Source: an optimization exercise on an open RTL-to-GDS flow (aim: small area and a short achievable clock period). Production flows keep margins and buffers that such runs may drop.
Function was checked by simulation only, so behaviour that the tests miss may differ from the original.
No activity file was given, so power comes from the tool's default toggle rates.

==> design/flow/design.v <==
`default_nettype none
package spu_data_pkg;
    parameter int BYTE     = 8;
    parameter int HALFWORD = 2 * BYTE;
    parameter int WORD     = 4 * BYTE;
    parameter int QUADWORD = 16 * BYTE;
    parameter int REG_ADDR_WIDTH = 7;
    parameter int IMM10_WIDTH    = 10;
    parameter int IMM7_WIDTH     = 7;
    typedef logic [REG_ADDR_WIDTH-1:0] reg_addr_t;
    typedef union packed {
        logic [0:QUADWORD/WORD-1][WORD-1:0]         word;
        logic [0:QUADWORD/HALFWORD-1][HALFWORD-1:0] half;
    } quadword_u;
    typedef struct packed {
        logic       reg_wr_en;
        logic [1:0] unit_id;     
        reg_addr_t  rt_addr;
        quadword_u  rt_data;
    } writeback_t;
endpackage
`default_nettype wire
`default_nettype none
package spu_isa_pkg;
    parameter int INTERNAL_OPCODE_SIZE = 6;
    typedef enum logic [INTERNAL_OPCODE_SIZE-1:0] {
        ADD_WORD                      = 6'b0000_00,
        ADD_WORD_IMMEDIATE            = 6'b0000_01,
        ADD_HALFWORD                  = 6'b0000_10,
        ADD_HALFWORD_IMMEDIATE        = 6'b0000_11,
        SUBTRACT_FROM_WORD            = 6'b0001_00,
        SUBTRACT_FROM_WORD_IMMEDIATE  = 6'b0001_01,
        SUBTRACT_FROM_HALFWORD        = 6'b0001_10,
        SUBTRACT_FROM_HALFWORD_IMMEDIATE = 6'b0001_11,
        CARRY_GENERATE                = 6'b0010_00,
        BORROW_GENERATE               = 6'b0011_00,
        AND_REGISTER                  = 6'b0100_00,
        AND_WORD_IMMEDIATE            = 6'b0100_01,
        AND_HALFWORD_IMMEDIATE        = 6'b0100_11,
        AND_WITH_COMPLEMENT           = 6'b0101_00,
        OR_REGISTER                   = 6'b0110_00,
        OR_WORD_IMMEDIATE             = 6'b0110_01,
        OR_HALFWORD_IMMEDIATE         = 6'b0110_11,
        OR_WITH_COMPLEMENT            = 6'b0111_00,
        EXCLUSIVE_OR                  = 6'b1000_00,
        EXCLUSIVE_OR_WORD_IMMEDIATE   = 6'b1000_01,
        EXCLUSIVE_OR_HALFWORD_IMMEDIATE = 6'b1000_11,
        NAND_REGISTER                 = 6'b1001_00,
        NOR_REGISTER                  = 6'b1010_00,
        COMPARE_EQUAL_WORD            = 6'b1011_00,
        COMPARE_EQUAL_WORD_IMMEDIATE  = 6'b1011_01,
        COMPARE_EQUAL_HALFWORD        = 6'b1011_10,
        COMPARE_EQUAL_HALFWORD_IMMEDIATE = 6'b1011_11,
        COMPARE_GREATER_THAN_WORD     = 6'b1100_00,
        COMPARE_GREATER_THAN_WORD_IMMEDIATE = 6'b1100_01,
        COMPARE_GREATER_THAN_HALFWORD = 6'b1100_10,
        COMPARE_GREATER_THAN_HALFWORD_IMMEDIATE = 6'b1100_11,
        COMPARE_LOGICAL_GREATER_THAN_WORD = 6'b1101_00,
        COMPARE_LOGICAL_GREATER_THAN_WORD_IMMEDIATE = 6'b1101_01,
        COMPARE_LOGICAL_GREATER_THAN_HALFWORD = 6'b1101_10,
        COMPARE_LOGICAL_GREATER_THAN_HALFWORD_IMMEDIATE = 6'b1101_11,
        SHIFT_LEFT_WORD               = 6'b1110_00,
        SHIFT_LEFT_WORD_IMMEDIATE     = 6'b1110_01,
        SHIFT_LEFT_HALFWORD           = 6'b1110_10,
        SHIFT_LEFT_HALFWORD_IMMEDIATE = 6'b1110_11,
        ROTATE_WORD                   = 6'b1111_00,
        ROTATE_WORD_IMMEDIATE         = 6'b1111_01,
        ROTATE_HALFWORD               = 6'b1111_10,
        ROTATE_HALFWORD_IMMEDIATE     = 6'b1111_11
    } opcode_e;
    typedef enum logic [1:0] {
        SIMPLE_FIXED_1 = 2'd0,   
        SIMPLE_FIXED_2 = 2'd1,   
        NO_UNIT        = 2'd3
    } unit_id_e;
    typedef enum logic [3:0] {
        ADD, SUB_FROM, CARRY, BORROW, AND, ANDC, OR, ORC, XOR, NAND, NOR, CEQ, CGT, CLGT
    } fx_op_e;
    typedef enum logic [1:0] {
        SHL,
        ROT
    } sr_op_e;
    typedef struct packed {
        logic                    valid;
        unit_id_e                unit_id;
        fx_op_e                  fx_op;
        sr_op_e                  sr_op;
        logic                    halfword;   
        logic [6:0]              rt_addr;   
    } even_ctrl_t;
endpackage
`default_nettype wire
`default_nettype none
`timescale 1ns/100ps
module even_decode (
    input  wire logic                                 clk,
    input  wire logic                                 arst_n,
    input  wire logic                                 issue,
    input  wire spu_isa_pkg::opcode_e                 opcode,
    input  wire spu_data_pkg::quadword_u              ra,
    input  wire spu_data_pkg::quadword_u              rb,
    input  wire logic [spu_data_pkg::IMM10_WIDTH-1:0] imm10,
    input  wire logic [spu_data_pkg::IMM7_WIDTH-1:0]  imm7,
    input  wire spu_data_pkg::reg_addr_t              rt_addr,
    output spu_isa_pkg::even_ctrl_t                   ctrl,
    output spu_data_pkg::quadword_u                   op_a,
    output spu_data_pkg::quadword_u                   op_b
);
    spu_isa_pkg::fx_op_e               op_sel;
    logic                              half;
    logic                              imm;
    logic                              sr_sel;
    logic                              kept;
    logic [spu_data_pkg::HALFWORD-1:0] imm_h;
    logic [spu_data_pkg::WORD-1:0]     imm_w;
    spu_isa_pkg::even_ctrl_t           dec;
    spu_data_pkg::quadword_u           operand_b;
    assign op_sel = spu_isa_pkg::fx_op_e'(opcode[5:2]);
    assign half   = opcode[1];
    assign imm    = opcode[0];
    assign sr_sel = opcode[5:3] == 3'b111;   
    always_comb begin
        case (op_sel)
            spu_isa_pkg::CARRY, spu_isa_pkg::BORROW, spu_isa_pkg::ANDC,
            spu_isa_pkg::ORC, spu_isa_pkg::NAND, spu_isa_pkg::NOR:
                kept = !half && !imm;   
            spu_isa_pkg::AND, spu_isa_pkg::OR, spu_isa_pkg::XOR:
                kept = !half || imm;    
            default:
                kept = 1'b1;
        endcase
    end
    always_comb begin
        dec          = '0;
        dec.valid    = issue && kept;
        dec.halfword = half;
        dec.rt_addr  = rt_addr;
        if (!kept) begin
            dec.unit_id = spu_isa_pkg::NO_UNIT;
        end else if (sr_sel) begin
            dec.unit_id = spu_isa_pkg::SIMPLE_FIXED_2;
        end else begin
            dec.unit_id = spu_isa_pkg::SIMPLE_FIXED_1;
        end
        if (sr_sel) begin
            dec.sr_op = spu_isa_pkg::sr_op_e'({1'b0, opcode[2]});
        end else begin
            dec.fx_op = op_sel;
        end
    end
    always_comb begin
        if (sr_sel) begin
            imm_h = {10'd0, imm7[5:0]};   
            imm_w = {26'd0, imm7[5:0]};
        end else begin
            imm_h = {{6{imm10[9]}}, imm10};
            imm_w = {{22{imm10[9]}}, imm10};
        end
        operand_b = rb;
        if (imm && half) begin
            operand_b.half = {8{imm_h}};
        end else if (imm) begin
            operand_b.word = {4{imm_w}};
        end
    end
    always_ff @(posedge clk or negedge arst_n) begin
        if (!arst_n) begin
            ctrl <= '0;
        end else begin
            ctrl <= dec;
        end
    end
    always_ff @(posedge clk) begin
        op_a <= ra;
        op_b <= operand_b;
    end
endmodule
`default_nettype wire
`default_nettype none
`timescale 1ns/100ps
module even_simple_fixed (
    input  wire logic                    clk,
    input  wire logic                    arst_n,
    input  wire spu_isa_pkg::even_ctrl_t ctrl_in,
    input  wire spu_data_pkg::quadword_u op_a,
    input  wire spu_data_pkg::quadword_u op_b,
    output spu_isa_pkg::even_ctrl_t      ctrl_out,
    output spu_data_pkg::quadword_u      result
);
    spu_data_pkg::quadword_u       res;
    logic [spu_data_pkg::WORD-1:0] lane;
    logic                          sign_ext;
    function automatic logic [spu_data_pkg::WORD-1:0] fx_lane(
        input spu_isa_pkg::fx_op_e           op,
        input logic [spu_data_pkg::WORD-1:0] a,
        input logic [spu_data_pkg::WORD-1:0] b
    );
        logic [spu_data_pkg::WORD:0]   sum;
        logic [spu_data_pkg::WORD-1:0] r;
        sum = {1'b0, a} + {1'b0, b};
        r   = '0;
        case (op)
            spu_isa_pkg::ADD:      r = sum[spu_data_pkg::WORD-1:0];
            spu_isa_pkg::SUB_FROM: r = b - a;
            spu_isa_pkg::CARRY:    r[0] = sum[spu_data_pkg::WORD];
            spu_isa_pkg::BORROW:   r[0] = b >= a;
            spu_isa_pkg::AND:      r = a & b;
            spu_isa_pkg::ANDC:     r = a & ~b;
            spu_isa_pkg::OR:       r = a | b;
            spu_isa_pkg::ORC:      r = a | ~b;
            spu_isa_pkg::XOR:      r = a ^ b;
            spu_isa_pkg::NAND:     r = ~(a & b);
            spu_isa_pkg::NOR:      r = ~(a | b);
            spu_isa_pkg::CEQ:      r[0] = a == b;
            spu_isa_pkg::CGT:      r[0] = $signed(a) > $signed(b);
            spu_isa_pkg::CLGT:     r[0] = a > b;
            default:               r = '0;
        endcase
        fx_lane = r;
    endfunction
    assign sign_ext = ctrl_in.fx_op == spu_isa_pkg::CGT;   
    always_comb begin
        res  = '0;
        lane = '0;
        if (ctrl_in.halfword) begin
            for (int i = 0; i < 8; i++) begin
                lane = fx_lane(ctrl_in.fx_op,
                               {{16{sign_ext & op_a.half[i][15]}}, op_a.half[i]},
                               {{16{sign_ext & op_b.half[i][15]}}, op_b.half[i]});
                res.half[i] = lane[15:0];
            end
        end else begin
            for (int i = 0; i < 4; i++) begin
                res.word[i] = fx_lane(ctrl_in.fx_op, op_a.word[i], op_b.word[i]);
            end
        end
    end
    always_ff @(posedge clk or negedge arst_n) begin
        if (!arst_n) begin
            ctrl_out <= '0;
        end else begin
            ctrl_out <= ctrl_in;
        end
    end
    always_ff @(posedge clk) begin
        result <= res;
    end
endmodule
`default_nettype wire
`default_nettype none
`timescale 1ns/100ps
module even_shift_rotate (
    input  wire logic                    clk,
    input  wire logic                    arst_n,
    input  wire spu_isa_pkg::even_ctrl_t ctrl_in,
    input  wire spu_data_pkg::quadword_u op_a,
    input  wire spu_data_pkg::quadword_u op_b,
    output spu_isa_pkg::even_ctrl_t      ctrl_out,
    output spu_data_pkg::quadword_u      result
);
    spu_data_pkg::quadword_u               res;
    logic [2*spu_data_pkg::HALFWORD-1:0]   rot_h;
    logic [2*spu_data_pkg::WORD-1:0]       rot_w;
    logic                                  rotate;
    assign rotate = ctrl_in.sr_op == spu_isa_pkg::ROT;
    always_comb begin
        res   = '0;
        rot_h = '0;
        rot_w = '0;
        if (ctrl_in.halfword) begin
            for (int i = 0; i < 8; i++) begin
                rot_h       = {op_a.half[i], op_a.half[i]} << op_b.half[i][3:0];
                res.half[i] = rotate ? rot_h[31:16]
                                     : op_a.half[i] << op_b.half[i][4:0];
            end
        end else begin
            for (int i = 0; i < 4; i++) begin
                rot_w       = {op_a.word[i], op_a.word[i]} << op_b.word[i][4:0];
                res.word[i] = rotate ? rot_w[63:32]
                                     : op_a.word[i] << op_b.word[i][5:0];
            end
        end
    end
    always_ff @(posedge clk or negedge arst_n) begin
        if (!arst_n) begin
            ctrl_out <= '0;
        end else begin
            ctrl_out <= ctrl_in;
        end
    end
    always_ff @(posedge clk) begin
        result <= res;
    end
endmodule
`default_nettype wire
`default_nettype none
`timescale 1ns/100ps
module even_result (
    input  wire logic                    clk,
    input  wire logic                    arst_n,
    input  wire spu_isa_pkg::even_ctrl_t fx_ctrl,
    input  wire spu_isa_pkg::even_ctrl_t sr_ctrl,
    input  wire spu_data_pkg::quadword_u fx_result,
    input  wire spu_data_pkg::quadword_u sr_result,
    output spu_data_pkg::writeback_t     wb
);
    spu_isa_pkg::even_ctrl_t  sel_ctrl;
    spu_data_pkg::writeback_t wb_next;
    always_comb begin
        sel_ctrl        = fx_ctrl;
        wb_next         = '0;
        wb_next.rt_data = fx_result;
        if (fx_ctrl.unit_id == spu_isa_pkg::SIMPLE_FIXED_2) begin
            sel_ctrl        = sr_ctrl;
            wb_next.rt_data = sr_result;
        end
        wb_next.reg_wr_en = sel_ctrl.valid;
        wb_next.unit_id   = sel_ctrl.unit_id;
        wb_next.rt_addr   = sel_ctrl.rt_addr;
        if (!sel_ctrl.valid)
            wb_next.rt_data = '0;   
    end
    always_ff @(posedge clk or negedge arst_n) begin
        if (!arst_n) begin
            wb <= '0;
        end else begin
            wb <= wb_next;
        end
    end
endmodule
`default_nettype wire
`default_nettype none
`timescale 1ns/100ps
module even_pipe (
    input  wire logic         clk,
    input  wire logic         arst_n,
    input  wire logic         issue,
    input  wire logic [5:0]   opcode,
    input  wire logic [127:0] ra,
    input  wire logic [127:0] rb,
    input  wire logic [9:0]   imm10,
    input  wire logic [6:0]   imm7,
    input  wire logic [6:0]   rt_addr,
    output logic              wb_reg_wr_en,
    output logic [1:0]        wb_unit_id,
    output logic [6:0]        wb_rt_addr,
    output logic [127:0]      wb_rt_data
);
    spu_data_pkg::writeback_t wb;
    assign wb_reg_wr_en = wb.reg_wr_en;
    assign wb_unit_id   = wb.unit_id;
    assign wb_rt_addr   = wb.rt_addr;
    assign wb_rt_data   = wb.rt_data;
    spu_isa_pkg::even_ctrl_t dec_ctrl;
    spu_isa_pkg::even_ctrl_t fx_ctrl;
    spu_isa_pkg::even_ctrl_t sr_ctrl;
    spu_data_pkg::quadword_u op_a;
    spu_data_pkg::quadword_u op_b;
    spu_data_pkg::quadword_u fx_result;
    spu_data_pkg::quadword_u sr_result;
    even_decode decode_i (
        .clk     (clk),
        .arst_n  (arst_n),
        .issue   (issue),
        .opcode  (spu_isa_pkg::opcode_e'(opcode)),
        .ra      (ra),
        .rb      (rb),
        .imm10   (imm10),
        .imm7    (imm7),
        .rt_addr (rt_addr),
        .ctrl    (dec_ctrl),
        .op_a    (op_a),
        .op_b    (op_b)
    );
    even_simple_fixed simple_fixed_i (
        .clk      (clk),
        .arst_n   (arst_n),
        .ctrl_in  (dec_ctrl),
        .op_a     (op_a),
        .op_b     (op_b),
        .ctrl_out (fx_ctrl),
        .result   (fx_result)
    );
    even_shift_rotate shift_rotate_i (
        .clk      (clk),
        .arst_n   (arst_n),
        .ctrl_in  (dec_ctrl),
        .op_a     (op_a),
        .op_b     (op_b),
        .ctrl_out (sr_ctrl),
        .result   (sr_result)
    );
    even_result result_i (
        .clk       (clk),
        .arst_n    (arst_n),
        .fx_ctrl   (fx_ctrl),
        .sr_ctrl   (sr_ctrl),
        .fx_result (fx_result),
        .sr_result (sr_result),
        .wb        (wb)
    );
endmodule
`default_nettype wire
==> design/flow/run.sh <==
#!/bin/bash
# synth_recipe.tcl (not shown) runs the flow's synth.tcl, then flattens the netlist and writes it again
# the make line also repeats each setting of config.mk as NAME=value (left out here)
make -C /OpenROAD-flow-scripts/flow DESIGN_CONFIG=/design/flow/config.mk WORK_HOME=/design/flow/orfs CLKGATE_MAP_FILE= SYNTH_SCRIPT=/design/flow/synth_recipe.tcl finish
==> design/flow/config.mk <==
export PLATFORM = sky130hd
export DESIGN_NAME = even_pipe
export DESIGN_NICKNAME = even_pipe
export VERILOG_FILES = /design/flow/design.v
export SDC_FILE = /design/flow/constraint.sdc
export NUM_CORES = 4
export LEC_CHECK = 0
export CAP_MARGIN = 20
export CORE_MARGIN = 2
export CORE_UTILIZATION = 40
export SLEW_MARGIN = 20
==> design/flow/constraint.sdc <==
create_clock -name core_clock -period 5.0 [get_ports {clk}]
set_input_delay 1.0000 -clock core_clock [delete_from_list [all_inputs] [get_ports {clk}]]
set_output_delay 1.0000 -clock core_clock [all_outputs]
set_load 0.01 [all_outputs]
==> run summary <==
## cells by family (layout without fill, tap and decap cells)
logic type      Yosys count  after routing  synth area share, %
flops                   676            676                 22.9
mux                     339            339                 7.57
compound gates         3156           3156                 32.6
buf+inv                1192           1432                 7.50
xor+xnor                 98             98                 1.37
fa+ha+maj               550            550                 11.2
other cells               0             26                    0
simple gates           2492           2492                 16.9
## Yosys cell counts, types with 31 or more instances
library cell	number
o21ai_1	35
buf_1	109
o21bai_1	101
buf_2	49
o21ai_0	773
a2111oi_0	63
and3_1	31
a21o_1	95
clkbuf_1	442
o211ai_1	79
a211oi_1	117
inv_1	538
o31ai_1	50
a21oi_1	752
a31oi_1	75
nor4_1	49
a21boi_0	150
nand2_1	1132
xnor2_1	88
nor3_1	136
a221o_1	50
o221ai_1	86
o211a_1	34
nand2b_1	44
nor2b_1	45
dfxtp_1	512
nor2_1	761
ha_1	532
o21a_1	39
o22ai_1	184
and2_1	37
mux4_2	106
a221oi_1	107
nand3_1	131
mux2i_1	206
nand4_1	44
a22oi_1	118
dfrtp_1	164
## metrics by stage
step / instance area [µm²] / std cells / worst slack, ps / total power [mW]
2_1_floorplan: 62800 / 8503 / 1000 / 11.8
4_1_cts: 72400 / 10800 / 596 / 21.4
3_3_place_gp: 69600 / 10600 / 679 / 15.0
6_report: 72400 / 10800 / 594 / 21.6
3_5_place_dp: 69600 / 10600 / 639 / 15.0
5_1_grt: 72400 / 10800 / 437 / 22.5
## sequential cells by signal, indices dropped and copies added (netlist names)
register	flops
decode_i.ctrl	16
shift_rotate_i.result	128
result_i.wb	138
simple_fixed_i.result	128
decode_i.op_b	128
shift_rotate_i.ctrl_out	10
decode_i.op_a	128
## worst min-delay path by stage
stage | end | slack (ps)
after floorplan | result_i.wb[128] | 330
after global placement | shift_rotate_i.ctrl_out[14] | 330
after detailed placement | result_i.wb[128] | 330
after CTS | result_i.wb[122] | 260
after global routing | shift_rotate_i.ctrl_out[16] | 300
final | shift_rotate_i.ctrl_out[16] | 250
## critical path, stage by stage, from the launching register on
cell and delay [ps]:
dfxtp_1 520, inv_1 120, ha_1 570, nand2b_1 170
a21oi_1 60, o21ai_0 310, a221o_1 230, a41oi_1 280
or2_2 420, fa_1 570, a221oi_1 60, a31o_1 210
a2111oi_1 510, a21oi_1 80, o21a_1 190
## area by class of cell
class / count / share of cell area, %
tap: 2058 / 3.55
inverter: 573 / 2.97
sequential: 676 / 19.9
timing repair buffer: 707 / 9.11
multi-input combinational: 6635 / 60.5
clock buffer: 105 / 3.11
antenna: 26 / 0.0898
clock inverter: 47 / 0.758
## metal layers
| metal | global-route usage (%) | vias to the layer above | routed length, µm |
|---|---|---|---|
| met5 | 0 | - | 164 |
| met4 | 24.0 | 26 | 22200 |
| met3 | 8.64 | 985 | 34500 |
| met2 | 57.2 | 4663 | 136000 |
| met1 | 49.2 | 33900 | 126000 |
| li1 | - | 31100 | - |
## where the power goes
group	switching (mW)	internal (mW)
clock network	2.75	3.60
registers	0.470	6.04
logic	5.74	3.04
## cells in the final DEF, fill, tap and decap left out, types with 159 or more instances in the layout
cell,count
ha_1,532
o22ai_1,184
nor2_1,753
clkdlybuf4s50_1,423
buf_4,264
inv_1,537
nand2_1,1127
dfrtp_1,159
mux2i_1,206
dfxtp_1,500
a21oi_1,752
o21ai_0,773
==> results.tsv <==
stage	metric	value	unit
worst_setup_path	worstSetupPathType	reg -> reg	
yosys	synth_cell_type_count	107	
sta	grt_setup_unrepaired	false	
sta	tightest_slew	1150	ps
grt	grt_max_degree	88	
final_layout	multi_input_area	43900	µm²
yosys	synth_flop_cell	dfxtp_1	
placement	port_buffers	425	
sta	fmax	0.227	GHz
yosys	synthArstFlopShare	24.3	%
detailed_routing	drtAntennaViolNets	0	
floorplan	num_rows	145	
yosys	synth_area_per_cell	7.38	µm²
yosys	synth_top_area_share	16.3	%
floorplan	die_w	400	µm
worst_setup_path	critPathLaunchType	flip-flop	
detailed_routing	postRouteWirelength	319000	µm
yosys	synthCells	8503	
sta	timing.final.crit_share	88.1	%
worst_setup_path	crit_path_start	decode_i.op_a[105]	
worst_setup_path	r2r_start	decode_i.op_a[105]	
cts	cts_made_buffers	82	
cts	post_cts_resized	0	
grt	grt_usage	38.1	%
sta	setup_violations	0	
placement	post-dp-hpwl	235000	µm
detailed_routing	route.detailed.drc	0	
power_and_ir_drop	p_leak	30.7	nW
final_layout	fin_util	46.4	%
final_layout	register_area	14400	µm²
worst_setup_path	worstPathArrival	5010	ps
grt	overflow	0	
cts	cts_tree	yes	
sta	min_period	4410	ps
final_layout	final_net_count	9514	
detailed_routing	first_pass_iters	9	
floorplan	start_util	40.2	%
detailed_routing	wl_per_cell	29.4	µm
floorplan	die_h	400	µm
detailed_routing	drt-initial-drc-count	9311	
power_and_ir_drop	power_density	299	nW/µm²
cts	path_clk_slew	60	ps
yosys	ys_warn_count	4	
cts	root_buffer	clkbuf_16	
placement	gp_congestion	1.03	
worst_setup_path	reg2reg_slack	590	ps
sta	holdWs	252	ps
hold_path	holdCritPathClass	in -> async	
worst_setup_path	path_max_fanout	11	
worst_setup_path	r2r_cells	14	
sta	tns	0	ps
power_and_ir_drop	max-vdd-ir-drop	0.245	mV
detailed_routing	vias_per_cell	6.52	
grt	grt_pass1_vias	65600	
final_layout	drive_gt1_share	7.93	%
worst_setup_path	reg2reg_to	simple_fixed_i.result[96]	
yosys	yosys.area.top_type	dfxtp_1	
yosys	syn_area	62800	µm²
outcome	status	complete, no violations	
cts	cts_setup_buffers	0	
final_layout	fill_cells	15800	
flow_run	drv_cap	0	
grt	grt_pass1_wl	456000	µm
cts	cts_buffer_depth	3	
floorplan	placeableCoreArea	156000	µm²
sta	drv_slew	0	
sta	timing.slew.headroom	23.0	%
detailed_routing	vias	70600	
grt	antenna_found_initial	31	
yosys	seq_area_frac_synth	22.9	%
worst_setup_path	worstSetupEndpoint	simple_fixed_i.result[96]	
yosys	synth_edf_count	0	
worst_setup_path	cp-end-kind	flip-flop	
yosys	yosys-top-cells-area	dfxtp_1, ha_1, nand2_1	
cts	clock_latency	720	ps
sta	skew	48.2	ps
cts	cts_hold_buf	0	
floorplan	ios	427	
floorplan	die-area	160000	µm²
yosys	synth_nets	9342	
cts	clock_sinks	676	
sta	hold_viol_final	0	
yosys	ys_ff_latch	676	
cts	cts-htree-levels	3	
final_layout	syn_to_final_growth	15.4	%
worst_setup_path	required	5600	ps

## re-timing with driven ports
How much do the figures lean on ideal ports? The routed layout below was timed once more, with nothing changed but the port constraints.
Step 1 assumes that a clkbuf_16 drives the clock port and a buf_2 every other input.
Step 2 adds t to the input delays and takes it off the output delays; t is the mean of the earliest and latest rising clock arrival at the registers after step 1. Input paths then give back, and output paths get back, about the clock's delay inside the block.
Three values: no drivers, after step 1, after step 2; two values: the first two.
t (ns): 0.777
setup slack, ns: 0.594 / 0.594 / 0.594
hold slack, ns: 0.252 / 0.212 / 0.342
worst slew at a driven data input, ns: 0.12
pins driven straight from the clock port: 1
After both steps setup and hold are still met in this run. The setup slack of this run moves by 0.000 ns with the drivers and by 0.000 ns with both steps.
